Context: an optimization exercise on an open-source flow, tuned for small area, a short achievable clock period and few clock cycles per item. The choices shown serve that exercise and are no tape-out recipe.
Where RTL was checked, it was by simulation tests only, not by an equivalence proof against the original.
Function not checked in runs 3 to 5: the RTL went through the layout flow alone.
No activity file was given, so power comes from the tool's default toggle rates.

==> design/flow/design.v <==
`timescale 1ns / 1ps
module tti_cfg (
	input  logic              clk,
	input  logic              arst_n,
	input  logic              cfg_valid,
	output logic              cfg_ready,
	input  logic [1:0]        cfg_index,
	input  logic [63:0]       cfg_data,
	output logic [15:0][7:0]  alpha,
	output logic [4:0]        radix,
	output logic [1:0]        written,
	output logic              cfg_fire
);
	logic [15:0][7:0] alpha_q;
	assign cfg_ready = 1'b1;
	assign cfg_fire  = cfg_valid;
	always_ff @(posedge clk) begin
		if (cfg_valid && (cfg_index == 2'd0))
			for (int k = 0; k < 8; k++) alpha_q[k] <= cfg_data[8*k +: 8];
		if (cfg_valid && (cfg_index == 2'd1))
			for (int k = 0; k < 8; k++) alpha_q[8+k] <= cfg_data[8*k +: 8];
	end
	always_ff @(posedge clk or negedge arst_n) begin
		if (!arst_n) begin
			radix   <= '0;
			written <= '0;
		end else if (cfg_valid) begin
			if (cfg_index == 2'd0) written[0] <= 1'b1;
			if (cfg_index == 2'd1) written[1] <= 1'b1;
			if (cfg_index == 2'd2) radix <= cfg_data[4:0];
		end
	end
	assign alpha = alpha_q;
endmodule
`timescale 1ns / 1ps
module tti_parse (
	input  logic              clk,
	input  logic              arst_n,
	input  logic              chars_valid,
	output logic              chars_ready,
	input  logic [7:0]        chars_ch,
	output logic              result_valid,
	input  logic              result_ready,
	output logic [31:0]       result_value,
	output logic              result_base_ok,
	input  logic [15:0][7:0]  alpha,
	input  logic [4:0]        radix,
	input  logic [1:0]        written,
	input  logic              cfg_fire
);
	localparam logic [1:0] PH_SPACE = 2'd0;
	localparam logic [1:0] PH_SIGN  = 2'd1;
	localparam logic [1:0] PH_DIGIT = 2'd2;
	localparam logic [1:0] PH_STOP  = 2'd3;
	logic       busy_q;      
	logic [3:0] row_q;       
	logic       bad_q;       
	logic       ok_q;        
	logic       a_v;         
	logic       a_row;       
	logic [3:0] a_idx;
	logic       a_hit, a_nul, a_space, a_sign, a_minus;
	logic [1:0]  ph_q;
	logic        neg_q;
	logic [31:0] acc_q;
	logic        res_q;
	logic        b_fire, a_free, a_load;
	logic [7:0]  x;
	logic [15:0] en, match;
	logic [3:0]  idx;
	logic        radix_ok, last_row, row_bad;
	assign radix_ok = (radix >= 5'd2) && (radix <= 5'd16);
	assign last_row = ({1'b0, row_q} + 5'd1 == radix) || (row_q == 4'd15);
	assign b_fire      = a_v && (!res_q || result_ready);
	assign a_free      = !a_v || b_fire;
	assign chars_ready = a_free && !busy_q;
	assign a_load      = a_free;
	assign x = busy_q ? alpha[row_q] : chars_ch;
	always_comb begin
		for (int k = 0; k < 16; k++) begin
			en[k]    = (5'(k) < radix) && !(busy_q && (row_q == 4'(k)));
			match[k] = en[k] && (alpha[k] == x);
		end
		idx = '0;
		for (int k = 0; k < 16; k++)
			if (match[k]) idx = idx | 4'(k);
	end
	always_ff @(posedge clk) begin
		if (a_load) begin
			a_idx   <= idx;
			a_hit   <= |match;
			a_nul   <= (x == 8'h00);
			a_space <= ((x >= 8'h09) && (x <= 8'h0D)) || (x == 8'h20);
			a_sign  <= (x == 8'h2B) || (x == 8'h2D);
			a_minus <= (x == 8'h2D);
		end
	end
	assign row_bad = a_hit || a_nul || a_space || a_sign;
	always_ff @(posedge clk or negedge arst_n) begin
		if (!arst_n) begin
			busy_q <= 1'b0;
			row_q  <= '0;
			bad_q  <= 1'b0;
			ok_q   <= 1'b0;
			a_v    <= 1'b0;
			a_row  <= 1'b0;
		end else begin
			if (a_load)
				a_v <= chars_valid && !busy_q;
			a_row <= busy_q && !cfg_fire;
			if (cfg_fire) begin
				busy_q <= 1'b1;
				row_q  <= '0;
				bad_q  <= 1'b0;
				ok_q   <= 1'b0;
			end else begin
				if (busy_q) begin
					row_q <= row_q + 4'd1;
					if (last_row)
						busy_q <= 1'b0;
				end
				if (a_row) begin
					bad_q <= bad_q || row_bad;
					if (!busy_q)
						ok_q <= !bad_q && !row_bad && radix_ok && written[0] && ((radix <= 5'd8) || written[1]);
				end
			end
		end
	end
	logic        in_dig, is_dig, upd, dig_ev, dnz, rep_eff, rep_new;
	logic [4:0]  r_eff_q;
	logic        rep_q;
	logic [3:0]  rm1;
	logic [4:0]  c_raw, c;
	logic [31:0] p0, p1, p2, p3, mac;
	logic [1:0]  ph_n;
	assign in_dig  = (ph_q == PH_DIGIT);
	assign is_dig  = a_hit && ok_q;
	assign dnz     = |a_idx;
	assign rep_eff = rep_q && in_dig;
	assign rm1     = radix[3:0] - 4'd1;
	always_comb begin
		if (rep_eff)
			c_raw = {1'b0, rm1} + {1'b0, a_idx};
		else if (neg_q && dnz)
			c_raw = {1'b0, a_idx} - 5'd1;
		else
			c_raw = {1'b0, a_idx};
	end
	always_comb begin
		upd    = 1'b0;
		dig_ev = 1'b0;
		ph_n   = ph_q;
		if (a_nul) begin
			upd  = (ph_q == PH_SPACE) || (ph_q == PH_SIGN);
			ph_n = PH_SPACE;
		end else if ((ph_q == PH_SPACE) && a_space) begin
		end else if (((ph_q == PH_SPACE) || (ph_q == PH_SIGN)) && a_sign) begin
			ph_n = PH_SIGN;
		end else if (ph_q != PH_STOP) begin
			if (is_dig) begin
				upd    = 1'b1;
				dig_ev = 1'b1;
				ph_n   = PH_DIGIT;
			end else begin
				upd  = !in_dig;
				ph_n = PH_STOP;
			end
		end
	end
	assign c       = dig_ev ? c_raw : 5'd0;
	assign rep_new = dig_ev && (rep_eff || (neg_q && dnz));
	assign p0  = acc_q & {32{r_eff_q[0]}};
	assign p1  = {acc_q[30:0], 1'b0} & {32{r_eff_q[1]}};
	assign p2  = {acc_q[29:0], 2'b0} & {32{r_eff_q[2]}};
	assign p3  = ({acc_q[28:0], 3'b0} & {32{r_eff_q[3]}}) | ({acc_q[27:0], 4'b0} & {32{r_eff_q[4]}});
	assign mac = p0 + p1 + p2 + p3 + {27'd0, c};
	always_ff @(posedge clk) begin
		if (b_fire && upd)
			acc_q <= mac;
	end
	always_ff @(posedge clk or negedge arst_n) begin
		if (!arst_n) begin
			ph_q    <= PH_SPACE;
			neg_q   <= 1'b0;
			rep_q   <= 1'b0;
			r_eff_q <= '0;
			res_q   <= 1'b0;
		end else begin
			if (result_ready)
				res_q <= 1'b0;
			if (b_fire) begin
				ph_q    <= ph_n;
				r_eff_q <= (ph_n == PH_DIGIT) ? radix : 5'd0;
				if (upd)
					rep_q <= rep_new;
				if (a_nul) begin
					res_q <= 1'b1;
					neg_q <= 1'b0;
				end else if (((ph_q == PH_SPACE) || (ph_q == PH_SIGN)) && a_sign && !((ph_q == PH_SPACE) && a_space)) begin
					neg_q <= neg_q ^ a_minus;
				end
			end
		end
	end
	assign result_valid   = res_q;
	assign result_value   = acc_q ^ {32{rep_q}};
	assign result_base_ok = ok_q;
endmodule
`timescale 1ns / 1ps
module text_to_integer_any_base_top (
	input  logic                      clk,
	input  logic                      arst_n,
	input  logic                      chars_valid,
	output logic                      chars_ready,
	input  logic [7:0]                chars_ch,
	output logic                      result_valid,
	input  logic                      result_ready,
	output logic signed [31:0]        result_value,
	output logic                      result_base_ok,
	input  logic                      cfg_valid,
	output logic                      cfg_ready,
	input  logic [1:0]                cfg_index,
	input  logic [63:0]               cfg_data
);
	logic [15:0][7:0] alpha;
	logic [4:0]       radix;
	logic [1:0]       written;
	logic             cfg_fire;
	tti_cfg u_cfg (
		.clk       (clk),
		.arst_n    (arst_n),
		.cfg_valid (cfg_valid),
		.cfg_ready (cfg_ready),
		.cfg_index (cfg_index),
		.cfg_data  (cfg_data),
		.alpha     (alpha),
		.radix     (radix),
		.written   (written),
		.cfg_fire  (cfg_fire)
	);
	tti_parse u_parse (
		.clk            (clk),
		.arst_n         (arst_n),
		.chars_valid    (chars_valid),
		.chars_ready    (chars_ready),
		.chars_ch       (chars_ch),
		.result_valid   (result_valid),
		.result_ready   (result_ready),
		.result_value   (result_value),
		.result_base_ok (result_base_ok),
		.alpha          (alpha),
		.radix          (radix),
		.written        (written),
		.cfg_fire       (cfg_fire)
	);
endmodule
==> design/flow/constraint.sdc <==
create_clock -name core_clock -period 7.0 [get_ports {clk}]
set_input_delay 1.4000 -clock core_clock [delete_from_list [all_inputs] [get_ports {clk}]]
set_output_delay 1.4000 -clock core_clock [all_outputs]
set_load 0.01 [all_outputs]
==> design/flow/run.sh <==
#!/bin/bash
# synth_recipe.tcl (not shown) runs the flow's synth.tcl, then flattens the netlist and writes it again
# the make line also repeats each setting of config.mk as NAME=value (left out here)
make -C /OpenROAD-flow-scripts/flow DESIGN_CONFIG=/design/flow/config.mk WORK_HOME=/design/flow/orfs CLKGATE_MAP_FILE= SYNTH_SCRIPT=/design/flow/synth_recipe.tcl finish
==> design/flow/config.mk <==
export PLATFORM = sky130hd
export DESIGN_NAME = text_to_integer_any_base_top
export DESIGN_NICKNAME = text_to_integer_any_base_top
export VERILOG_FILES = /design/flow/design.v
export SDC_FILE = /design/flow/constraint.sdc
export NUM_CORES = 4
export LEC_CHECK = 0
export CAP_MARGIN = 20
export CORE_MARGIN = 2
export CORE_UTILIZATION = 40
export SLEW_MARGIN = 20
==> flow_metrics.env, run 1 <==
export IMPL_grt_first_pass_wirelength_um=66150
export IMPL_synth_top_cell_area_share_pct=33.96
export IMPL_io_buffer_count=113
export IMPL_totalNegativeSetupSlack_ns=0
export IMPL_max_slew_margin_pct=22.66
export IMPL_crit_required_ns=7.21
export IMPL_antenna_found_initial=0
export IMPL_routed_wirelength_normalized_by_instance_count_um=22.04
export IMPL_route_detailed_vias_per_inst=5.771
export IMPL_post_synth_top_flop="sky130_fd_sc_hd__edfxtp_1"
export IMPL_antenna_cells_inserted=0
export IMPL_postSynth_asyncResetShare_pct=13.33
export IMPL_num_rows=70
export IMPL_worstSetupPathType="reg -> reg"
export IMPL_rsz_0062_raised_after_global_routing="false"
export IMPL_clock_latency_ns=0.46
export IMPL_gp_congestion=1.009
export IMPL_timing_critical_path_arrival_ns=6.13
export IMPL_outcome="finished clean"
export IMPL_critical_path_end_type="register"
export IMPL_via_count_of_the_first_global_routing_pass=11320
export IMPL_cts_clk_slew_worst_paths_ns=0.08
export IMPL_total_leakage_power_uw=0.006860
export IMPL_core_area_um2=36700
export IMPL_synth_top_area_cell="sky130_fd_sc_hd__edfxtp_1"
export IMPL_clock_root_buffer="sky130_fd_sc_hd__clkbuf_16"
export IMPL_tightestPinTransition_ns=1.160
export IMPL_synth_ff_latch_count=195
export IMPL_num_io_pins=115
export IMPL_power_ir_vdd_worst_uv=205.4
export IMPL_final_wl_um=42650
export IMPL_post_synth_inst_count=1373
export IMPL_fin_crit_sh_pct=84.47
export IMPL_post_synth_main_area_contributors="sky130_fd_sc_hd__edfxtp_1 (34%), sky130_fd_sc_hd__fa_1 (8.4%), sky130_fd_sc_hd__xnor2_1 (6.1%), sky130_fd_sc_hd__xor2_1 (6.0%), sky130_fd_sc_hd__ha_1 (5.8%)"
export IMPL_drive_gt1_share_pct=8.180
export IMPL_initial_drt_pass_iterations=5
export IMPL_hold_viol_final=0
export IMPL_cts_resized_gates=0
export IMPL_via_count=11170
export IMPL_initial_util_pct=40.72
export IMPL_startpoint_type="register"
export IMPL_finalClockSkew_ns=0.009714
export IMPL_final_net_count=1665
export IMPL_timing_reg2reg_setup_slack_ns=1.09
export IMPL_place_hpwl_um=32340
export IMPL_report_final_slew_viol_count=0
export IMPL_dieHeight_um=197.3
export IMPL_tritoncts="yes"
export IMPL_syn_avg_cell_area_um2=10.88
export IMPL_grt_total_usage_pct=22.50
export IMPL_crit_path_max_fanout=14
export IMPL_hold_ws_ns=0.4608
export IMPL_mappedNetlistArea_um2=14940
export IMPL_cts_path_max_buffers=2
export IMPL_yosysWarnings=2
export IMPL_layout_cells_most_common="sky130_fd_sc_hd__edfxtp_1"
export IMPL_cts_sinks=195
export IMPL_clock_fmax_mhz=169.1
export IMPL_cts_hold_fix_buffers=0
export IMPL_number_of_distinct_library_cells_after_synthesis=90
export IMPL_grt_start_max_net_pins=66
export IMPL_hold_class="reg -> reg"
export IMPL_grt_overflow_total=0
export IMPL_power_per_cell_area_nw_per_um2=223.7
export IMPL_postLayoutCellArea_um2=17080
export IMPL_cts_setup_buffers=0
export IMPL_area_delta_synth_final_pct=14.26
export IMPL_yosysSeqAreaShare_pct=38.31
export IMPL_drt_drc_violations_left=0
export IMPL_final_min_clock_period_ns=5.913
export IMPL_number_of_h_tree_levels=4
export IMPL_max_cap_viol_count=0
export IMPL_dieArea_um2=38920
export IMPL_first_iter_violations=812
export IMPL_finalSetupViolations=0
export IMPL_cts_made_buffers=17
export IMPL_mapped_nets=1584
export IMPL_chipWidth_um=197.3
export IMPL_synth_enable_flop_cells=169
export IMPL_layout_cells_most_common_list="sky130_fd_sc_hd__edfxtp_1 (169), sky130_fd_sc_hd__clkdlybuf4s50_1 (113), sky130_fd_sc_hd__nand2_1 (111)"
export IMPL_detail_route_antenna_nets=0
export IMPL_placedInstanceArea_um2=16470
-- worst max-delay path, stage by stage, from the launching register on --
cell and delay [ns]:
sky130_fd_sc_hd__dfrtp_1 0.62, sky130_fd_sc_hd__inv_1 0.15, sky130_fd_sc_hd__ha_1 0.34, sky130_fd_sc_hd__fa_1 0.45, sky130_fd_sc_hd__a211o_1 0.29, sky130_fd_sc_hd__fa_1 0.36, sky130_fd_sc_hd__inv_1 0.08, sky130_fd_sc_hd__fa_1 0.20
sky130_fd_sc_hd__fa_1 0.42, sky130_fd_sc_hd__ha_1 0.26, sky130_fd_sc_hd__fa_1 0.43, sky130_fd_sc_hd__a211oi_1 0.26, sky130_fd_sc_hd__o21bai_1 0.12, sky130_fd_sc_hd__nor2b_1 0.17, sky130_fd_sc_hd__o41a_1 0.38, sky130_fd_sc_hd__a41oi_1 0.35
sky130_fd_sc_hd__o211ai_1 0.25, sky130_fd_sc_hd__a31o_2 0.28, sky130_fd_sc_hd__a21oi_1 0.17, sky130_fd_sc_hd__xnor2_1 0.08
-- synthesized netlist by cell type (all sizes together) (9+ instances only) --
cell type and number:
edfxtp 169, nand4 12, a21o 13, o21bai 9, nand2b 10, xor2 102
mux2 18, o21ai 52, a31oi 14, nor2 55, a211oi 14, mux2i 16
mux4 23, nand2 114, nand3 24, fa 63, and2 38, buf 30
inv 88, and3 9, a22oi 34, dfrtp 26, nor2b 10, or2 9
nor3 19, a21oi 55, ha 69, nor4 16, clkbuf 41, xnor2 104
-- area by class of cell --
class / instances / area [um^2]
Fill cell: 3395 / 19620
Multi-Input combinational cell: 1019 / 8546
Sequential cell: 195 / 5729
Timing Repair Buffer: 133 / 1281
Tap cell: 468 / 585.6
Clock buffer: 17 / 425.4
Inverter: 88 / 330.3
Clock inverter: 15 / 177.7
-- per-stage QoR --
step	total power (uW)	setup slack [ns]	std cells	utilization [%]
final	3819	1.087	1935	46.53
after global routing	3988	0.6550	1935	46.53
after CTS	3823	1.068	1935	46.53
after detailed placement	2814	1.095	1903	44.89
after global placement	2806	1.179	1903	44.89
after floorplan	2413	1.596	1373	-
-- cells by family after synthesis --
| kind of cell | Yosys count | share of synthesized area (%) |
|---|---|---|
| compound gates | 281 | 13.15 |
| xor+xnor | 206 | 12.07 |
| fa+ha+maj | 132 | 14.22 |
| buf+inv | 159 | 4.588 |
| flops | 195 | 38.31 |
| mux | 57 | 5.995 |
| other cells | 1 | 0.02509 |
| simple gates | 342 | 11.64 |
-- flip-flops by register name (all words and copies together) (netlist names), 2 cells and up --
| name | flops |
|---|---|
| u_parse.row_q | 4 |
| u_parse.a_idx | 4 |
| u_parse.acc_q | 32 |
| u_parse.ph_q | 2 |
| u_cfg.alpha_q | 128 |
| u_parse.r_eff_q | 5 |
| u_cfg.written | 2 |
| u_cfg.radix | 5 |
-- power breakdown --
group	leakage [uW]	switching [uW]	internal [uW]
Clock	0.000297	514	487
Combinational	0.00463	825	548
Sequential	0.00194	109	1330
-- path summary, 6_finish.rpt --
kind,end,cells after the start,start
worst min register to register,u_cfg.written[0]$_DFFE_PN0P_,1,u_cfg.written[0]$_DFFE_PN0P_
min in group asynchronous,u_parse.a_v$_DFFE_PN0N_,2,arst_n
worst max-delay path,u_parse.acc_q[27]$_DFFE_PP_,19,u_cfg.radix[1]$_DFFE_PN0P_
worst min-delay path,u_cfg.written[0]$_DFFE_PN0P_,1,u_cfg.written[0]$_DFFE_PN0P_
max in group asynchronous,u_parse.busy_q$_DFF_PN0_,2,arst_n
worst max register to register,u_parse.acc_q[27]$_DFFE_PP_,19,u_cfg.radix[1]$_DFFE_PN0P_
-- per-layer routing --
| layer | share of wire [%] | wire [um] | vias to the layer above | GRT usage, % |
|---|---|---|---|---|
| met3 | 4.9 | 2086 | 80 | 2.903 |
| met2 | 49 | 21050 | 414 | 38.21 |
| met5 | 0 | 0 | - | 0 |
| met1 | 41 | 17680 | 5555 | 28.58 |
| li1 | - | - | 5117 | - |
| met4 | 4.3 | 1838 | 0 | 10.47 |
Testbench counts, summed over its fixed seeds: cycles 18,053, chars 17,357.
==> run 2: changes to the inputs <==
--- a/design/flow/config.mk
+++ b/design/flow/config.mk
@@ -10,2 +10,3 @@
 export CORE_UTILIZATION = 40
+export SETUP_SLACK_MARGIN = 3.5
 export SLEW_MARGIN = 20
==> flow_metrics.env, run 2 <==
export IMPL_outcome="finished clean"
export IMPL_synth_top_area_cell="sky130_fd_sc_hd__edfxtp_1"
export IMPL_layout_cells_most_common_list="sky130_fd_sc_hd__edfxtp_1 (169), sky130_fd_sc_hd__nand2_1 (110), sky130_fd_sc_hd__clkdlybuf4s50_1 (106)"
export IMPL_power_share_sequential_pct=33.3
export IMPL_comb_power_share_pct=43.3
export IMPL_num_io_pins=115
export IMPL_multi_input_comb_area_um2=9115
export IMPL_crit_start="u_cfg.radix[0]$_DFFE_PN0P_"
export IMPL_hold_viol_final=0
export IMPL_final_wl_um=46500
export IMPL_timing_reg2reg_worst_path_depth=20
export IMPL_antenna_found_initial=1
export IMPL_power_per_cell_area_nw_per_um2=232.4
export IMPL_synth_top_family_by_area="adder cells"
export IMPL_sw_frac_of_total_pct=37.43
export IMPL_internal_power_uw=2690
export IMPL_yosysWarnings=2
export IMPL_cts_path_max_buffers=2
export IMPL_mappedNetlistArea_um2=14940
export IMPL_synth_ff_latch_count=195
export IMPL_totalNegativeSetupSlack_ns=0
export IMPL_route_detailed_vias_per_inst=5.688
export IMPL_area_sequential_um2=5741
export IMPL_timing_critical_path_mode_cell="sky130_fd_sc_hd__fa_2"
export IMPL_worstHoldPathCells=1
export IMPL_max_cap_viol_count=0
export IMPL_first_iter_violations=987
export IMPL_gp_congestion=0.9744
export IMPL_tritoncts="yes"
export IMPL_grt_start_max_net_pins=66
export IMPL_cts_clk_slew_worst_paths_ns=0.08
export IMPL_post_synth_top_flop="sky130_fd_sc_hd__edfxtp_1"
export IMPL_via_count=11530
export IMPL_worstSetupPathType="reg -> reg"
export IMPL_timing_critical_path_arrival_ns=5.27
export IMPL_postSynth_asyncResetShare_pct=13.33
export IMPL_pre_cts_slack_ns=1.397
export IMPL_utilization_pct=50.40
export IMPL_largest_register_ffs=128
export IMPL_worstHoldStart="u_cfg.written[0]$_DFFE_PN0P_"
export IMPL_report_final_slew_viol_count=0
export IMPL_critical_path_cell_chain="inv_6 -> ha_2 -> inv_1 -> fa_1 -> a211o_1 -> fa_2 -> inv_2 -> fa_2 -> fa_2 -> ha_4 -> fa_2 -> a211oi_2 -> o21bai_1 -> nor2b_4 -> o41a_1 -> a41oi_2 -> o211ai_1 -> a31o_2 -> a21oi_2 -> xnor2_1"
export IMPL_worst_r2r_endpoint="u_parse.acc_q[31]$_DFFE_PP_"
export IMPL_via_count_of_the_first_global_routing_pass=11680
export IMPL_final_setup_slack_of_the_worst_path_ns=1.938
export IMPL_r2r_start="u_cfg.radix[0]$_DFFE_PN0P_"
export IMPL_detail_route_antenna_nets=0
export IMPL_post_synth_top_count_cell="sky130_fd_sc_hd__edfxtp_1"
export IMPL_fillerInstances=3265
export IMPL_post_synth_main_area_contributors="sky130_fd_sc_hd__edfxtp_1 (34%), sky130_fd_sc_hd__fa_1 (8.4%), sky130_fd_sc_hd__xnor2_1 (6.1%), sky130_fd_sc_hd__xor2_1 (6.0%), sky130_fd_sc_hd__ha_1 (5.8%)"
export IMPL_clock_root_buffer="sky130_fd_sc_hd__clkbuf_16"
export IMPL_number_of_distinct_library_cells_after_synthesis=90
export IMPL_total_leakage_power_uw=0.007478
export IMPL_timing_reg2reg_setup_slack_ns=1.94
export IMPL_place_hpwl_um=33450
export IMPL_chipWidth_um=197.3
export IMPL_crit_required_ns=7.21
export IMPL_cts_hold_fix_buffers=0
export IMPL_io_buffer_count=113
export IMPL_largestRegisters="u_cfg.alpha_q: 128 flops, u_parse.acc_q: 32 flops"
export IMPL_post_synth_inst_count=1373
export IMPL_cts_sinks=195
export IMPL_max_slew_margin_pct=32.83
export IMPL_grt_total_usage_pct=24.07
export IMPL_dieArea_um2=38920
export IMPL_antenna_cells_inserted=0
export IMPL_largest_register="u_cfg.alpha_q"
export IMPL_grt_first_pass_wirelength_um=70640
export IMPL_rsz_0062_raised_after_global_routing="true"
export IMPL_critical_path_end_type="register"
export IMPL_num_rows=70
export IMPL_yosys_area_share_simple_pct=11.64
export IMPL_synth_commonest_cells="sky130_fd_sc_hd__edfxtp_1 (169), sky130_fd_sc_hd__nand2_1 (111), sky130_fd_sc_hd__xnor2_1 (104)"
export IMPL_clock_fmax_mhz=197.5
export IMPL_initial_util_pct=40.72
export IMPL_worst_path_largest_cell_delay_ns=0.45
export IMPL_worstHoldEndpoint="u_cfg.written[0]$_DFFE_PN0P_"
export IMPL_routed_wirelength_normalized_by_instance_count_um=22.94
export IMPL_synth_enable_flop_cells=169
export IMPL_dieHeight_um=197.3
export IMPL_synth_compound_area_share_pct=13.15
export IMPL_p_switching_uw=1609
export IMPL_layout_cells_most_common="sky130_fd_sc_hd__edfxtp_1"
export IMPL_grt_overflow_total=0
export IMPL_drt_drc_violations_left=0
export IMPL_cts_made_buffers=17
export IMPL_initial_drt_pass_iterations=5
export IMPL_mapped_nets=1584
export IMPL_synth_mux_area_fraction_pct=5.995
export IMPL_startpoint_type="register"
export IMPL_power_ir_vdd_worst_uv=183.6
export IMPL_number_of_h_tree_levels=4
export IMPL_finalSetupViolations=0
export IMPL_yosysSeqAreaShare_pct=38.31
export IMPL_core_area_um2=36700
export IMPL_finalClockSkew_ns=0.009561
export IMPL_crit_path_max_fanout=5
export IMPL_hold_class="reg -> reg"
export IMPL_fin_crit_sh_pct=72.32
export IMPL_area_delta_synth_final_pct=23.77
export IMPL_final_min_clock_period_ns=5.062
export IMPL_power_share_clock_pct=23.4
export IMPL_synth_top_cell_area_share_pct=33.96
export IMPL_synth_fa_ha_area_share_pct=14.22
export IMPL_slowest_stage="sky130_fd_sc_hd__fa_2"
export IMPL_tightestPinTransition_ns=1.006
export IMPL_clock_latency_ns=0.46
export IMPL_drive_gt1_share_pct=19.82
export IMPL_final_net_count=1757
export IMPL_synth_xor_area_share_pct=12.07
export IMPL_syn_avg_cell_area_um2=10.88
## run 2: changes by cell type in the layout (fill, tap and decap cells not counted), moves of 7 or more
cell,delta
sky130_fd_sc_hd__a21oi_1,-11
sky130_fd_sc_hd__buf_4,+66
sky130_fd_sc_hd__buf_6,+14
sky130_fd_sc_hd__nor4_1,-8
sky130_fd_sc_hd__clkdlybuf4s50_1,-7
sky130_fd_sc_hd__a21oi_2,+10
## run 2: cells by family (layout without fill, tap and decap cells)
group | after synthesis | count (layout)
DFF | 195 | 195
AOI/OAI and AO/OA | 281 | 281
xor gates and xnor gates | 206 | 206
muxes | 57 | 57
other | 1 | 1
adders and majority gates | 132 | 132
buffers and inverters | 159 | 343
and+or+nand+nor | 342 | 344
## run 2: power by group through the flow
stage / Sequential, uW / Clock (uW) / Combinational, uW
6_report: 1430 / 1010 / 1860
5_1_grt: 1440 / 1070 / 1960
3_3_place_gp: 1460 / 0 / 1380
3_5_place_dp: 1470 / 0 / 1390
4_1_cts: 1420 / 1030 / 1570
2_1_floorplan: 1410 / 0 / 1020
## run 2: worst max-delay path by stage
stage / endpoint / slack (ns) / depth (start not counted)
finish: u_parse.acc_q[31]$_DFFE_PP_ / 1.94 / 20
global route: u_parse.acc_q[27]$_DFFE_PP_ / 1.70 / 22
CTS: u_parse.acc_q[31]$_DFFE_PP_ / 1.88 / 19
detailed placement: u_parse.acc_q[27]$_DFFE_PP_ / 1.40 / 19
global placement: u_parse.acc_q[27]$_DFFE_PP_ / 1.50 / 19
floorplan: u_parse.acc_q[27]$_DFFE_PP_ / 2.01 / 20
## run 2: stage by stage
step | area, um^2 | instances | total power (uW) | hold slack, ns
3_3_place_gp | 16510 | 1899 | 2848 | 0.4596
2_1_floorplan | 15060 | 1373 | 2421 | 0.4304
6_report | 18500 | 2027 | 4299 | 0.4827
4_1_cts | 17820 | 1980 | 4021 | 0.4855
5_1_grt | 18500 | 2027 | 4472 | 0.4934
3_5_place_dp | 16510 | 1899 | 2852 | 0.4590
## run 2: worst max-delay path: cells and delay by family (launching register included)
kind                       cells  cell delay [ns]
buffers and inverters          3             0.21
DFF                            1             0.44
xor gates and xnor gates       1             0.08
adders and majority gates      7             2.19
and+or+nand+nor                1             0.14
AOI/OAI and AO/OA              8             1.76
## run 2: final cells by class
class | instances | share of cell area (%)
inverter | 88 | 1.833
clock buffer | 18 | 2.374
clock inverter | 14 | 0.8659
sequential | 195 | 31.04
tap | 468 | 3.166
multi-input combinational | 1021 | 49.28
timing repair buffer | 222 | 11.42
timing repair inverter | 1 | 0.02706
## run 2: layer usage
metal | wire, um | global-route usage, %
met3 | 2131 | 2.954
met1 | 19920 | 32.23
met5 | 0 | 0
met4 | 2036 | 10.83
met2 | 22420 | 39.23
## run 2: repair_timing
| item | 4_1_cts | 5_1_grt |
|---|---|---|
| setup buffers | 47 | 45 |
| gates resized for setup | 87 | 67 |
| endpoints found under the hold margin | 0 | 0 |
| endpoints found under the setup margin | 39 | 33 |
| gates cloned | 2 | 2 |
| pin swaps | 43 | 38 |
==> run 3: changes to the inputs <==
--- a/design/flow/design.v
+++ b/design/flow/design.v
@@ -129,40 +129,23 @@
 	end
-	logic        in_dig, is_dig, upd, dig_ev, dnz, rep_eff, rep_new;
-	logic [4:0]  r_eff_q;
-	logic        rep_q;
-	logic [3:0]  rm1;
-	logic [4:0]  c_raw, c;
-	logic [31:0] p0, p1, p2, p3, mac;
-	logic [1:0]  ph_n;
-	assign in_dig  = (ph_q == PH_DIGIT);
-	assign is_dig  = a_hit && ok_q;
-	assign dnz     = |a_idx;
-	assign rep_eff = rep_q && in_dig;
-	assign rm1     = radix[3:0] - 4'd1;
+	logic        is_dig, upd;
+	logic [4:0]  r_eff;
+	logic [3:0]  t_idx;
+	logic        t_neg;
+	logic [31:0] p0, p1, p2, p3, tx, mac;
+	assign is_dig = a_hit && ok_q;
 	always_comb begin
-		if (rep_eff)
-			c_raw = {1'b0, rm1} + {1'b0, a_idx};
-		else if (neg_q && dnz)
-			c_raw = {1'b0, a_idx} - 5'd1;
-		else
-			c_raw = {1'b0, a_idx};
-	end
-	always_comb begin
-		upd    = 1'b0;
-		dig_ev = 1'b0;
-		ph_n   = ph_q;
+		upd   = 1'b0;
+		t_idx = '0;
+		t_neg = 1'b0;
 		if (a_nul) begin
-			upd  = (ph_q == PH_SPACE) || (ph_q == PH_SIGN);
-			ph_n = PH_SPACE;
+			upd = (ph_q == PH_SPACE) || (ph_q == PH_SIGN);
 		end else if ((ph_q == PH_SPACE) && a_space) begin
 		end else if (((ph_q == PH_SPACE) || (ph_q == PH_SIGN)) && a_sign) begin
-			ph_n = PH_SIGN;
 		end else if (ph_q != PH_STOP) begin
 			if (is_dig) begin
-				upd    = 1'b1;
-				dig_ev = 1'b1;
-				ph_n   = PH_DIGIT;
+				upd   = 1'b1;
+				t_idx = a_idx;
+				t_neg = neg_q;
 			end else begin
-				upd  = !in_dig;
-				ph_n = PH_STOP;
+				upd = (ph_q != PH_DIGIT);
 			end
@@ -170,9 +153,9 @@
 	end
-	assign c       = dig_ev ? c_raw : 5'd0;
-	assign rep_new = dig_ev && (rep_eff || (neg_q && dnz));
-	assign p0  = acc_q & {32{r_eff_q[0]}};
-	assign p1  = {acc_q[30:0], 1'b0} & {32{r_eff_q[1]}};
-	assign p2  = {acc_q[29:0], 2'b0} & {32{r_eff_q[2]}};
-	assign p3  = ({acc_q[28:0], 3'b0} & {32{r_eff_q[3]}}) | ({acc_q[27:0], 4'b0} & {32{r_eff_q[4]}});
-	assign mac = p0 + p1 + p2 + p3 + {27'd0, c};
+	assign r_eff = (ph_q == PH_DIGIT) ? radix : 5'd0;
+	assign p0  = acc_q & {32{r_eff[0]}};
+	assign p1  = {acc_q[30:0], 1'b0} & {32{r_eff[1]}};
+	assign p2  = {acc_q[29:0], 2'b0} & {32{r_eff[2]}};
+	assign p3  = ({acc_q[28:0], 3'b0} & {32{r_eff[3]}}) | ({acc_q[27:0], 4'b0} & {32{r_eff[4]}});
+	assign tx  = {{28{t_neg}}, t_idx ^ {4{t_neg}}};
+	assign mac = p0 + p1 + p2 + p3 + tx + {31'd0, t_neg};
 	always_ff @(posedge clk) begin
@@ -183,7 +166,5 @@
 		if (!arst_n) begin
-			ph_q    <= PH_SPACE;
-			neg_q   <= 1'b0;
-			rep_q   <= 1'b0;
-			r_eff_q <= '0;
-			res_q   <= 1'b0;
+			ph_q  <= PH_SPACE;
+			neg_q <= 1'b0;
+			res_q <= 1'b0;
 		end else begin
@@ -192,11 +173,12 @@
 			if (b_fire) begin
-				ph_q    <= ph_n;
-				r_eff_q <= (ph_n == PH_DIGIT) ? radix : 5'd0;
-				if (upd)
-					rep_q <= rep_new;
 				if (a_nul) begin
 					res_q <= 1'b1;
+					ph_q  <= PH_SPACE;
 					neg_q <= 1'b0;
-				end else if (((ph_q == PH_SPACE) || (ph_q == PH_SIGN)) && a_sign && !((ph_q == PH_SPACE) && a_space)) begin
+				end else if ((ph_q == PH_SPACE) && a_space) begin
+				end else if (((ph_q == PH_SPACE) || (ph_q == PH_SIGN)) && a_sign) begin
 					neg_q <= neg_q ^ a_minus;
+					ph_q  <= PH_SIGN;
+				end else if (ph_q != PH_STOP) begin
+					ph_q <= is_dig ? PH_DIGIT : PH_STOP;
 				end
@@ -206,3 +188,3 @@
 	assign result_valid   = res_q;
-	assign result_value   = acc_q ^ {32{rep_q}};
+	assign result_value   = acc_q;
 	assign result_base_ok = ok_q;
--- a/design/flow/config.mk
+++ b/design/flow/config.mk
@@ -10,3 +10,2 @@
 export CORE_UTILIZATION = 40
-export SETUP_SLACK_MARGIN = 3.5
 export SLEW_MARGIN = 20
==> flow_metrics.env, run 3 <==
export IMPL_cts_setup_buffers=0
export IMPL_total_leakage_power_uw=0.006503
export IMPL_mapped_nets=1536
export IMPL_place_hpwl_um=31440
export IMPL_detail_route_antenna_nets=0
export IMPL_cts_path_max_buffers=2
export IMPL_initial_util_pct=40.38
export IMPL_syn_avg_cell_area_um2=10.99
export IMPL_largest_register_ffs=128
export IMPL_num_io_pins=115
export IMPL_via_count_of_the_first_global_routing_pass=10840
export IMPL_postSynth_asyncResetShare_pct=10.58
export IMPL_fin_crit_sh_pct=90.06
export IMPL_antenna_cells_inserted=0
export IMPL_layout_cells_most_common="sky130_fd_sc_hd__edfxtp_1"
export IMPL_finalClockSkew_ns=0.01507
export IMPL_number_of_h_tree_levels=4
export IMPL_core_area_um2=36350
export IMPL_route_detailed_vias_per_inst=5.745
export IMPL_synth_top_cell_area_share_pct=34.58
export IMPL_antenna_found_initial=0
export IMPL_initial_drt_pass_iterations=5
export IMPL_yosysSeqAreaShare_pct=37.99
export IMPL_p_total_uw=5228
export IMPL_power_ir_vdd_worst_uv=218.2
export IMPL_post_synth_main_area_contributors="sky130_fd_sc_hd__edfxtp_1 (35%), sky130_fd_sc_hd__fa_1 (12%), sky130_fd_sc_hd__xnor2_1 (7.6%), sky130_fd_sc_hd__xor2_1 (4.1%), sky130_fd_sc_hd__dfrtp_1 (3.4%)"
export IMPL_cts_sinks=189
export IMPL_grt_total_usage_pct=22.27
export IMPL_layout_cells_most_common_list="sky130_fd_sc_hd__edfxtp_1 (169), sky130_fd_sc_hd__xnor2_1 (128), sky130_fd_sc_hd__clkdlybuf4s50_1 (112)"
export IMPL_cts_clk_slew_worst_paths_ns=0.08
export IMPL_largest_register="u_cfg.alpha_q"
export IMPL_slowest_stage="sky130_fd_sc_hd__a221oi_1"
export IMPL_first_iter_violations=825
export IMPL_finalSetupViolations=0
export IMPL_timing_critical_path_arrival_ns=6.52
export IMPL_synth_enable_flop_cells=169
export IMPL_final_min_clock_period_ns=6.304
export IMPL_final_net_count=1611
export IMPL_drt_drc_violations_left=0
export IMPL_final_wl_um=41720
export IMPL_critical_path_end_type="register"
export IMPL_post_synth_inst_count=1335
export IMPL_startpoint_type="register"
export IMPL_num_rows=70
export IMPL_critical_path_cell_chain="nor2b_4 -> buf_4 -> o21ai_0 -> nor2_1 -> fa_1 -> fa_1 -> inv_1 -> fa_1 -> inv_1 -> ha_1 -> a211oi_1 -> o21bai_1 -> a21oi_1 -> o21ai_0 -> a221oi_1 -> o31a_1 -> o21ai_0 -> o2111a_1 -> a211o_1"
export IMPL_hold_viol_final=0
export IMPL_dieHeight_um=195.6
export IMPL_synth_top_area_cell="sky130_fd_sc_hd__edfxtp_1"
export IMPL_area_delta_synth_final_pct=14.36
export IMPL_power_per_cell_area_nw_per_um2=311.5
export IMPL_cts_resized_gates=0
export IMPL_critical_path_top_delay_family="compound AO/OA/AOI/OAI gates"
export IMPL_hold_class="reg -> reg"
export IMPL_dieArea_um2=38240
export IMPL_routed_wirelength_normalized_by_instance_count_um=22.06
export IMPL_max_slew_margin_pct=26.71
export IMPL_clock_root_buffer="sky130_fd_sc_hd__clkbuf_16"
export IMPL_crit_path_max_fanout=32
export IMPL_multi_input_comb_area_um2=8359
export IMPL_area_sequential_um2=5578
export IMPL_drive_gt1_share_pct=7.309
export IMPL_chipWidth_um=195.6
export IMPL_worst_path_largest_cell_delay_ns=0.90
export IMPL_clock_fmax_mhz=158.6
export IMPL_synth_commonest_cells="sky130_fd_sc_hd__edfxtp_1 (169), sky130_fd_sc_hd__xnor2_1 (128), sky130_fd_sc_hd__inv_1 (107)"
export IMPL_worstSetupPathType="reg -> reg"
export IMPL_cts_made_buffers=17
export IMPL_post_synth_top_flop="sky130_fd_sc_hd__edfxtp_1"
export IMPL_clock_latency_ns=0.47
export IMPL_outcome="finished clean"
export IMPL_largestRegisters="u_cfg.alpha_q: 128 flops, u_parse.acc_q: 32 flops, u_cfg.radix: 5 flops"
export IMPL_max_cap_viol_count=0
export IMPL_grt_overflow_total=0
export IMPL_grt_start_max_net_pins=66
export IMPL_cts_hold_fix_buffers=0
export IMPL_mappedNetlistArea_um2=14680
export IMPL_io_buffer_count=113
export IMPL_gp_congestion=0.9412
export IMPL_rsz_0062_raised_after_global_routing="false"
export IMPL_number_of_distinct_library_cells_after_synthesis=83
export IMPL_tightestPinTransition_ns=1.099
export IMPL_crit_required_ns=7.22
export IMPL_worst_path_buf_inv=3
export IMPL_tritoncts="yes"
export IMPL_synth_ff_latch_count=189
export IMPL_report_final_slew_viol_count=0
export IMPL_yosysWarnings=2
export IMPL_totalNegativeSetupSlack_ns=0
export IMPL_fillerInstances=3360
export IMPL_via_count=10860
export IMPL_post_synth_top_count_cell="sky130_fd_sc_hd__edfxtp_1"
export IMPL_grt_first_pass_wirelength_um=64250
## run 3: cell types whose count changed after synthesis, moves of 12 or more
cell and delta:
sky130_fd_sc_hd__a22oi_1 -12, sky130_fd_sc_hd__ha_1 -35, sky130_fd_sc_hd__and3_1 +46, sky130_fd_sc_hd__inv_1 +20, sky130_fd_sc_hd__fa_1 +25, sky130_fd_sc_hd__nor3_1 +12
sky130_fd_sc_hd__nand2_1 -24, sky130_fd_sc_hd__xnor2_1 +24, sky130_fd_sc_hd__and2_1 -26, sky130_fd_sc_hd__xor2_1 -34
## run 3: report_power, final
group / total (uW) / internal (uW) / switching, uW
clock: 987 / 481 / 506
combinational: 2760 / 1130 / 1630
sequential: 1480 / 1360 / 118
## run 3: per-layer routing
layer  vias to the layer above  GRT usage [%]  wire, um
li1                       4948              -         -
met4                         0          9.358      1491
met3                        74          2.729      2295
met1                      5436          30.05     17820
met2                       405          36.40     20110
met5                         -              0         0
## run 3: area by class of cell
class / count / area share, %
clock buffers: 17 / 2.534
clock inverters: 15 / 0.9914
inverters: 107 / 2.393
multi-input cells: 963 / 49.80
flip-flops and latches: 189 / 33.23
well taps: 468 / 3.489
repair buffers: 132 / 7.559
## run 3: per-stage QoR
step | util, % | hold slack, ns | setup WS [ns] | instances | cell area (um^2)
finish | 46.18 | 0.4672 | 0.6958 | 1891 | 16780
global route | 46.18 | 0.5015 | 0.3312 | 1891 | 16780
CTS | 46.19 | 0.4725 | 0.7340 | 1891 | 16790
detailed placement | 44.56 | 0.4518 | 0.7582 | 1859 | 16200
global placement | 44.56 | 0.4481 | 0.7945 | 1859 | 16200
floorplan | - | 0.4304 | 0.2078 | 1335 | 14680
## run 3: cells by family (layout without fill, tap and decap cells)
family / count (synthesis) / after routing / synth area share (%)
adders and majority gates: 122 / 122 / 14.90
xor gates and xnor gates: 196 / 196 / 11.70
muxes: 52 / 52 / 5.703
AOI/OAI and AO/OA: 252 / 252 / 12.38
and+or+nand+nor: 340 / 340 / 12.03
DFF: 189 / 189 / 37.99
buffers and inverters: 183 / 271 / 5.277
other: 1 / 1 / 0.02555
## run 3: worst paths after layout
kind / startpoint / to / slack (ns) / cells past startpoint
max reg2reg: u_parse.ph_q[1]$_DFFE_PN0P_ / u_parse.acc_q[30]$_DFFE_PP_ / 0.70 / 19
max: u_parse.ph_q[1]$_DFFE_PN0P_ / u_parse.acc_q[30]$_DFFE_PP_ / 0.70 / 19
min: u_cfg.written[0]$_DFFE_PN0P_ / u_cfg.written[0]$_DFFE_PN0P_ / 0.47 / 1
min reg2reg: u_cfg.written[0]$_DFFE_PN0P_ / u_cfg.written[0]$_DFFE_PN0P_ / 0.47 / 1
max in group asynchronous: arst_n / u_parse.row_q[0]$_DFFE_PN0P_ / 5.71 / 1
min in group asynchronous: arst_n / u_parse.ph_q[1]$_DFFE_PN0P_ / 0.91 / 1
==> run 4: changes to the inputs <==
--- a/design/flow/config.mk
+++ b/design/flow/config.mk
@@ -7,2 +7,3 @@
 export LEC_CHECK = 0
+export ABC_CLOCK_PERIOD_IN_PS = 3000
 export CAP_MARGIN = 20
@@ -10,2 +11,3 @@
 export CORE_UTILIZATION = 40
+export SETUP_SLACK_MARGIN = 3.5
 export SLEW_MARGIN = 20
==> flow_metrics.env, run 4 <==
export IMPL_largest_register_ffs=128
export IMPL_routed_wirelength_normalized_by_instance_count_um=22.52
export IMPL_synth_ff_latch_count=189
export IMPL_layout_cells_most_common="sky130_fd_sc_hd__edfxtp_1"
export IMPL_final_wl_um=46440
export IMPL_clock_latency_ns=0.47
export IMPL_first_iter_violations=1276
export IMPL_final_min_clock_period_ns=4.922
export IMPL_io_buffer_count=113
export IMPL_crit_required_ns=7.21
export IMPL_number_of_h_tree_levels=4
export IMPL_tightestPinTransition_ns=1.045
export IMPL_largest_register="u_cfg.alpha_q"
export IMPL_cts_path_max_buffers=2
export IMPL_number_of_distinct_library_cells_after_synthesis=83
export IMPL_outcome="finished clean"
export IMPL_drt_drc_violations_left=0
export IMPL_yosysSeqAreaShare_pct=37.99
export IMPL_power_per_cell_area_nw_per_um2=329.4
export IMPL_finalSetupViolations=0
export IMPL_via_count_of_the_first_global_routing_pass=12120
export IMPL_slowest_stage="sky130_fd_sc_hd__fa_2"
export IMPL_hold_viol_final=0
export IMPL_worstSetupPathType="reg -> reg"
export IMPL_synth_top_cell_area_share_pct=34.58
export IMPL_startpoint_type="register"
export IMPL_detail_route_antenna_nets=0
export IMPL_hold_class="reg -> reg"
export IMPL_place_hpwl_um=31660
export IMPL_post_synth_top_count_cell="sky130_fd_sc_hd__edfxtp_1"
export IMPL_syn_avg_cell_area_um2=10.99
export IMPL_initial_drt_pass_iterations=6
export IMPL_grt_total_usage_pct=24.20
export IMPL_critical_path_cell_chain="nor2b_4 -> and2_4 -> a22o_1 -> fa_1 -> fa_1 -> inv_2 -> fa_2 -> inv_2 -> ha_4 -> a211oi_2 -> o21bai_1 -> a21oi_2 -> o21ai_4 -> a221oi_4 -> o31a_1 -> o21ai_2 -> o2111a_1 -> a211o_1"
export IMPL_synth_top_area_cell="sky130_fd_sc_hd__edfxtp_1"
export IMPL_layout_cells_most_common_list="sky130_fd_sc_hd__edfxtp_1 (169), sky130_fd_sc_hd__buf_4 (133), sky130_fd_sc_hd__xnor2_1 (123)"
export IMPL_worst_path_largest_cell_delay_ns=0.55
export IMPL_final_net_count=1781
export IMPL_grt_first_pass_wirelength_um=69670
export IMPL_timing_critical_path_arrival_ns=5.14
export IMPL_rsz_0062_raised_after_global_routing="true"
export IMPL_totalNegativeSetupSlack_ns=0
export IMPL_worst_path_buf_inv=2
export IMPL_initial_util_pct=40.38
export IMPL_max_cap_viol_count=0
export IMPL_critical_path_top_delay_family="compound AO/OA/AOI/OAI gates"
export IMPL_route_detailed_vias_per_inst=5.765
export IMPL_dieArea_um2=38240
export IMPL_tritoncts="yes"
export IMPL_cts_clk_slew_worst_paths_ns=0.07
export IMPL_final_setup_slack_of_the_worst_path_ns=2.078
export IMPL_synth_commonest_cells="sky130_fd_sc_hd__edfxtp_1 (169), sky130_fd_sc_hd__xnor2_1 (128), sky130_fd_sc_hd__inv_1 (107)"
export IMPL_yosysWarnings=2
export IMPL_crit_path_max_fanout=7
export IMPL_largestRegisters="u_cfg.alpha_q: 128 flops, u_parse.acc_q: 32 flops, u_cfg.radix: 5 flops"
export IMPL_clock_root_buffer="sky130_fd_sc_hd__clkbuf_16"
export IMPL_chipWidth_um=195.6
export IMPL_clock_fmax_mhz=203.2
export IMPL_synth_enable_flop_cells=169
export IMPL_total_leakage_power_uw=0.007554
export IMPL_pre_cts_slack_ns=1.404
export IMPL_post_synth_inst_count=1335
export IMPL_antenna_found_initial=1
export IMPL_mappedNetlistArea_um2=14680
export IMPL_gp_congestion=0.9215
export IMPL_report_final_slew_viol_count=0
export IMPL_cts_made_buffers=17
export IMPL_core_area_um2=36350
export IMPL_post_synth_top_flop="sky130_fd_sc_hd__edfxtp_1"
export IMPL_drive_gt1_share_pct=27.12
export IMPL_postSynth_asyncResetShare_pct=10.58
export IMPL_mapped_nets=1536
export IMPL_cts_sinks=189
export IMPL_via_count=11890
export IMPL_num_rows=70
export IMPL_num_io_pins=115
export IMPL_critical_path_end_type="register"
export IMPL_grt_start_max_net_pins=66
export IMPL_dieHeight_um=195.6
export IMPL_area_delta_synth_final_pct=32.19
export IMPL_grt_overflow_total=0
export IMPL_fin_crit_sh_pct=70.32
export IMPL_max_slew_margin_pct=30.15
export IMPL_power_ir_vdd_worst_uv=213.4
export IMPL_finalClockSkew_ns=0.01556
export IMPL_post_synth_main_area_contributors="sky130_fd_sc_hd__edfxtp_1 (35%), sky130_fd_sc_hd__fa_1 (12%), sky130_fd_sc_hd__xnor2_1 (7.6%), sky130_fd_sc_hd__xor2_1 (4.1%), sky130_fd_sc_hd__dfrtp_1 (3.4%)"
-- run 4: changes by cell type in the layout (fill, tap and decap cells not counted), sizes merged --
cell,delta
and2,+2
buf,+162
bufbuf,+2
clkbuf,+6
clkdlybuf4s50,-6
clkinv,+1
clkinvlp,+1
diode,+1
dlygate4sd2,+2
inv,-4
nand2,+1
nor2,+2
nor2b,+1
-- run 4: path summary, 6_finish.rpt --
| path | slack, ns | endpoint | cells after the start | startpoint |
|---|---|---|---|---|
| max | 2.08 | u_parse.acc_q[30]$_DFFE_PP_ | 18 | u_parse.ph_q[0]$_DFFE_PN0P_ |
| min | 0.50 | u_parse.bad_q$_DFFE_PN0P_ | 2 | u_parse.bad_q$_DFFE_PN0P_ |
| max reg2reg | 2.08 | u_parse.acc_q[30]$_DFFE_PP_ | 18 | u_parse.ph_q[0]$_DFFE_PN0P_ |
| min reg2reg | 0.50 | u_parse.bad_q$_DFFE_PN0P_ | 2 | u_parse.bad_q$_DFFE_PN0P_ |
| max in group asynchronous | 5.74 | u_parse.row_q[0]$_DFFE_PN0P_ | 1 | arst_n |
| min in group asynchronous | 0.89 | u_cfg.radix[0]$_DFFE_PN0P_ | 1 | arst_n |
-- run 4: worst reg2reg max path, stage by stage, from the launching register on --
cell and delay (ns):
sky130_fd_sc_hd__dfrtp_2 0.47, sky130_fd_sc_hd__nor2b_4 0.21, sky130_fd_sc_hd__and2_4 0.26, sky130_fd_sc_hd__a22o_1 0.18, sky130_fd_sc_hd__fa_1 0.45, sky130_fd_sc_hd__fa_1 0.53, sky130_fd_sc_hd__inv_2 0.05, sky130_fd_sc_hd__fa_2 0.55
sky130_fd_sc_hd__inv_2 0.05, sky130_fd_sc_hd__ha_4 0.22, sky130_fd_sc_hd__a211oi_2 0.18, sky130_fd_sc_hd__o21bai_1 0.10, sky130_fd_sc_hd__a21oi_2 0.24, sky130_fd_sc_hd__o21ai_4 0.11, sky130_fd_sc_hd__a221oi_4 0.35, sky130_fd_sc_hd__o31a_1 0.21
sky130_fd_sc_hd__o21ai_2 0.09, sky130_fd_sc_hd__o2111a_1 0.24, sky130_fd_sc_hd__a211o_1 0.22
-- run 4: what timing repair did --
item | 4_1_cts | 5_1_grt
endpoints found under the setup margin | 38 | 33
gates cloned | 9 | 2
resized for setup | 162 | 83
pin swaps | 78 | 69
hold buffers | 0 | 0
endpoints found under the hold margin | 0 | 0
buffers inserted | 100 | 65
-- run 4: logic make-up after synthesis --
kind of cell,after synthesis,synth area share (%)
muxes,52,5.703
other,1,0.02555
AOI/OAI and AO/OA,252,12.38
xor gates and xnor gates,196,11.70
DFF,189,37.99
and+or+nand+nor,340,12.03
adders and majority gates,122,14.90
buffers and inverters,183,5.277
-- run 4: final cells by class --
type	instances	area, um^2
multi-input cells	969	9350
clock inverters	13	148.9
clock buffers	19	432.9
fillers	3073	16950
flip-flops and latches	189	5608
diodes	1	2.502
repair buffers	296	2860
well taps	468	585.6
inverters	107	412.9
-- run 4: per-stage QoR --
step	area (um^2)	total power [uW]	util, %	hold WS, ns	instances
6_report	19400	6391	53.38	0.5002	2062
4_1_cts	18430	5944	50.72	0.4995	1993
3_5_place_dp	16320	4288	44.91	0.4795	1852
3_3_place_gp	16320	4247	44.91	0.4774	1852
5_1_grt	19400	6773	53.37	0.5077	2061
2_1_floorplan	15040	3703	-	0.4304	1335
-- run 4: metal layers --
metal | up-vias | global-route usage, % | part of all wire (%)
met4 | 0 | 12.27 | 5.0
met2 | 557 | 41.38 | 49
li1 | 5303 | - | -
met5 | - | 0 | 0
met3 | 130 | 3.420 | 6.2
met1 | 5898 | 30.00 | 40
-- run 4: where the power goes --
part	total [uW]	switching (uW)	internal [uW]
Clock	973	495	479
Sequential	1500	125	1370
Combinational	3920	2020	1910
Total	6390	2640	3750
==> run 5: changes to the inputs <==
--- a/design/flow/config.mk
+++ b/design/flow/config.mk
@@ -10,3 +10,4 @@
 export CORE_MARGIN = 2
-export CORE_UTILIZATION = 40
+export CORE_UTILIZATION = 60
+export PLACE_DENSITY = 0.75
 export SETUP_SLACK_MARGIN = 3.5
==> flow_metrics.env, run 5 <==
export IMPL_outcome="finished clean"
export IMPL_slowest_stage="sky130_fd_sc_hd__fa_2"
export IMPL_grt_overflow_total=0
export IMPL_worst_path_buf_inv=5
export IMPL_report_final_slew_viol_count=0
export IMPL_grt_start_max_net_pins=66
export IMPL_postSynth_asyncResetShare_pct=10.58
export IMPL_worst_path_largest_cell_delay_ns=0.59
export IMPL_largest_register="u_cfg.alpha_q"
export IMPL_layout_cells_most_common_list="sky130_fd_sc_hd__edfxtp_1 (169), sky130_fd_sc_hd__xnor2_1 (126), sky130_fd_sc_hd__buf_4 (112)"
export IMPL_placed_cells_incl_taps=1710
export IMPL_sw_frac_of_total_pct=42.09
export IMPL_grt_first_pass_wirelength_um=67620
export IMPL_clock_root_buffer="sky130_fd_sc_hd__clkbuf_16"
export IMPL_drt_drc_violations_left=0
export IMPL_worstHoldPathCells=1
export IMPL_timing_critical_path_arrival_ns=5.28
export IMPL_largestRegisters="u_cfg.alpha_q: 128 flops, u_parse.acc_q: 32 flops, u_cfg.radix: 5 flops"
export IMPL_syn_avg_cell_area_um2=10.99
export IMPL_yosysSeqAreaShare_pct=37.99
export IMPL_number_of_distinct_library_cells_after_synthesis=83
export IMPL_comb_power_share_pct=59.9
export IMPL_max_slew_margin_pct=37.37
export IMPL_finalClockSkew_ns=0.01573
export IMPL_final_min_clock_period_ns=5.092
export IMPL_dieHeight_um=160.4
export IMPL_number_of_h_tree_levels=4
export IMPL_power_per_cell_area_nw_per_um2=334.3
export IMPL_mappedNetlistArea_um2=14680
export IMPL_io_buffer_count=113
export IMPL_total_leakage_power_uw=0.007361
export IMPL_antenna_cells_inserted=0
export IMPL_worstSetupPathType="reg -> reg"
export IMPL_final_setup_slack_of_the_worst_path_ns=1.908
export IMPL_cts_path_max_buffers=2
export IMPL_grt_total_usage_pct=34.32
export IMPL_cts_sinks=189
export IMPL_placedInstanceArea_um2=16150
export IMPL_mapped_nets=1536
export IMPL_hold_class="reg -> reg"
export IMPL_cts_made_buffers=17
export IMPL_final_net_count=1746
export IMPL_synth_commonest_cells="sky130_fd_sc_hd__edfxtp_1 (169), sky130_fd_sc_hd__xnor2_1 (128), sky130_fd_sc_hd__inv_1 (107)"
export IMPL_post_synth_top_flop="sky130_fd_sc_hd__edfxtp_1"
export IMPL_routed_wirelength_normalized_by_instance_count_um=23.90
export IMPL_clock_fmax_mhz=196.4
export IMPL_synth_enable_flop_cells=169
export IMPL_final_wl_um=44970
export IMPL_fin_crit_sh_pct=72.74
export IMPL_gp_congestion=1.034
export IMPL_largest_register_ffs=128
export IMPL_initial_drt_pass_iterations=6
export IMPL_post_synth_main_area_contributors="sky130_fd_sc_hd__edfxtp_1 (35%), sky130_fd_sc_hd__fa_1 (12%), sky130_fd_sc_hd__xnor2_1 (7.6%), sky130_fd_sc_hd__xor2_1 (4.1%), sky130_fd_sc_hd__dfrtp_1 (3.4%)"
export IMPL_via_count_of_the_first_global_routing_pass=12360
export IMPL_power_share_sequential_pct=23.6
export IMPL_post_synth_inst_count=1335
export IMPL_yosysWarnings=2
export IMPL_clock_latency_ns=0.44
export IMPL_totalNegativeSetupSlack_ns=0
export IMPL_initial_util_pct=60.70
export IMPL_post_synth_top_count_cell="sky130_fd_sc_hd__edfxtp_1"
export IMPL_route_detailed_vias_per_inst=6.494
export IMPL_critical_path_cell_chain="nor2b_4 -> buf_6 -> buf_12 -> o21ai_4 -> nor2_1 -> fa_2 -> inv_2 -> fa_2 -> inv_2 -> fa_2 -> ha_4 -> buf_4 -> a211oi_2 -> o21bai_1 -> a21oi_2 -> o21ai_4 -> a221oi_4 -> o31a_1 -> o21ai_4 -> o2111a_1 -> a211o_1"
export IMPL_p_switching_uw=2643
export IMPL_core_area_um2=24180
export IMPL_synth_top_cell_area_share_pct=34.58
export IMPL_crit_path_max_fanout=6
export IMPL_rsz_0062_raised_after_global_routing="true"
export IMPL_synth_top_area_cell="sky130_fd_sc_hd__edfxtp_1"
export IMPL_place_hpwl_um=28980
export IMPL_num_io_pins=115
export IMPL_via_count=12220
export IMPL_power_share_clock_pct=16.5
export IMPL_area_delta_synth_final_pct=27.97
export IMPL_cts_clk_slew_worst_paths_ns=0.08
export IMPL_crit_required_ns=7.19
export IMPL_num_rows=57
export IMPL_startpoint_type="register"
export IMPL_chipWidth_um=160.4
export IMPL_max_cap_viol_count=0
export IMPL_dieArea_um2=25730
export IMPL_critical_path_top_delay_family="compound AO/OA/AOI/OAI gates"
export IMPL_antenna_found_initial=0
export IMPL_drive_gt1_share_pct=24.45
export IMPL_first_iter_violations=1283
export IMPL_layout_cells_most_common="sky130_fd_sc_hd__edfxtp_1"
export IMPL_p_total_uw=6279
export IMPL_pre_cts_slack_ns=1.275
export IMPL_detail_route_antenna_nets=0
export IMPL_finalSetupViolations=0
export IMPL_critical_path_end_type="register"
export IMPL_postLayoutCellArea_um2=18780
export IMPL_synth_ff_latch_count=189
export IMPL_hold_viol_final=0
export IMPL_tightestPinTransition_ns=0.9365
export IMPL_tritoncts="yes"
export IMPL_finish_cell_count_without_fillers=1882
export IMPL_timing_reg2reg_worst_path_depth=21
export IMPL_internal_power_uw=3636
export IMPL_power_ir_vdd_worst_uv=175.8
export IMPL_critical_path_cell_count=21
==> run 5: cell counts after synthesis <==
No cell type changed its count.
==> run 5: final timing paths <==
| kind | start | to | slack (ns) |
|---|---|---|---|
| max in group asynchronous | arst_n | u_parse.row_q[3]$_DFFE_PN0P_ | 4.83 |
| worst max register to register | u_parse.ph_q[1]$_DFFE_PN0P_ | u_parse.acc_q[30]$_DFFE_PP_ | 1.91 |
| worst min register to register | u_cfg.written[0]$_DFFE_PN0P_ | u_cfg.written[0]$_DFFE_PN0P_ | 0.49 |
| min in group asynchronous | arst_n | u_parse.neg_q$_DFFE_PN0P_ | 1.48 |
| worst max-delay path | u_parse.ph_q[1]$_DFFE_PN0P_ | u_parse.acc_q[30]$_DFFE_PP_ | 1.91 |
| worst min-delay path | u_cfg.written[0]$_DFFE_PN0P_ | u_cfg.written[0]$_DFFE_PN0P_ | 0.49 |
==> run 5: kinds of logic after synthesis <==
logic type      share of synthesized area (%)
simple gates                            12.03
compound gates                          12.38
xor+xnor                                11.70
flops                                   37.99
buf+inv                                 5.277
fa+ha+maj                               14.90
mux                                     5.703
other cells                           0.02555
==> run 5: repair_timing <==
item | 4_1_cts | 5_1_grt
hold buffers | 0 | 0
setup endpoints to repair | 39 | 32
cloned | 10 | 2
resized for setup | 133 | 82
setup buffers | 78 | 50
pin swaps | 49 | 68
==> run 5: per-layer routing <==
layer  global-route usage [%]  part of all wire (%)  vias to the layer above
met1                    41.53                    35                     5993
met3                    5.733                   8.8                      204
li1                         -                     -                     5216
met5                        0                     0                        -
met2                    59.11                    50                      808
met4                    18.35                   6.1                        0
==> run 5: worst register-to-register path, cell delays in order (launching register included) <==
cell and delay, ns:
sky130_fd_sc_hd__dfrtp_2 0.41, sky130_fd_sc_hd__nor2b_4 0.15, sky130_fd_sc_hd__buf_6 0.15, sky130_fd_sc_hd__buf_12 0.14, sky130_fd_sc_hd__o21ai_4 0.17, sky130_fd_sc_hd__nor2_1 0.09, sky130_fd_sc_hd__fa_2 0.59, sky130_fd_sc_hd__inv_2 0.04
sky130_fd_sc_hd__fa_2 0.37, sky130_fd_sc_hd__inv_2 0.07, sky130_fd_sc_hd__fa_2 0.44, sky130_fd_sc_hd__ha_4 0.20, sky130_fd_sc_hd__buf_4 0.13, sky130_fd_sc_hd__a211oi_2 0.23, sky130_fd_sc_hd__o21bai_1 0.12, sky130_fd_sc_hd__a21oi_2 0.23
sky130_fd_sc_hd__o21ai_4 0.10, sky130_fd_sc_hd__a221oi_4 0.37, sky130_fd_sc_hd__o31a_1 0.26, sky130_fd_sc_hd__o21ai_4 0.09, sky130_fd_sc_hd__o2111a_1 0.27, sky130_fd_sc_hd__a211o_1 0.23
==> run 5: area by class of cell <==
cell class                      instances  area, um^2
Fill cell                            1497        5395
Timing Repair Buffer                  260        2542
Tap cell                              324       405.4
Sequential cell                       189        5598
Clock inverter                         15       217.7
Timing Repair inverter                  1       5.005
Clock buffer                           17       425.4
Inverter                              107       419.2
Multi-Input combinational cell        969        9169
==> run 5: power by group through the flow <==
stage	Combinational, uW	Clock [uW]	Sequential [uW]
final	3760	1040	1480
after global routing	4040	1090	1490
after CTS	3350	1040	1470
after detailed placement	2780	0	1510
after global placement	2710	0	1500
after floorplan	2270	0	1430
==> run 5: through the flow <==
| step | hold WS, ns | util (%) |
|---|---|---|
| 4_1_cts | 0.4925 | 74.49 |
| 3_3_place_gp | 0.4600 | 66.82 |
| 3_5_place_dp | 0.4737 | 66.82 |
| 5_1_grt | 0.4982 | 77.68 |
| 6_report | 0.4907 | 77.68 |
| 2_1_floorplan | 0.4304 | - |

[re-timing with driven ports]
Ports are ideal in the flow. The routed layouts listed here were re-timed in OpenROAD.
Step 1 sets driving cells, clkbuf_16 on the clock port and buf_2 on the other inputs (assumed; they add their load-dependent delay and slew).
Step 2 moves the port delays by t, midway between the first and last clock arrival at a register: inputs arrive t later, outputs are due t later. That takes back most of the time a late clock gives input paths.
a / b / c = ideal ports / drivers / drivers and shift; a / b = the first two.
run	shift t [ns]	slack for setup (ns)	worst register clock-pin slew, ns	worst data-port slew with drivers (ns)	pins driven straight from the clock port
run 1	0.508	1.087 / 1.087 / 1.087	0.08 / 0.08	0.10	1
run 2	0.508	1.938 / 1.938 / 1.938	0.08 / 0.08	0.05	1
run 3	0.514	0.696 / 0.696 / 0.696	0.08 / 0.08	0.07	1
run 4	0.512	2.078 / 2.078 / 2.078	0.08 / 0.08	0.09	1
run 5	0.485	1.908 / 1.908 / 1.908	0.09 / 0.09	0.07	1
After both steps every run listed still meets setup and hold.
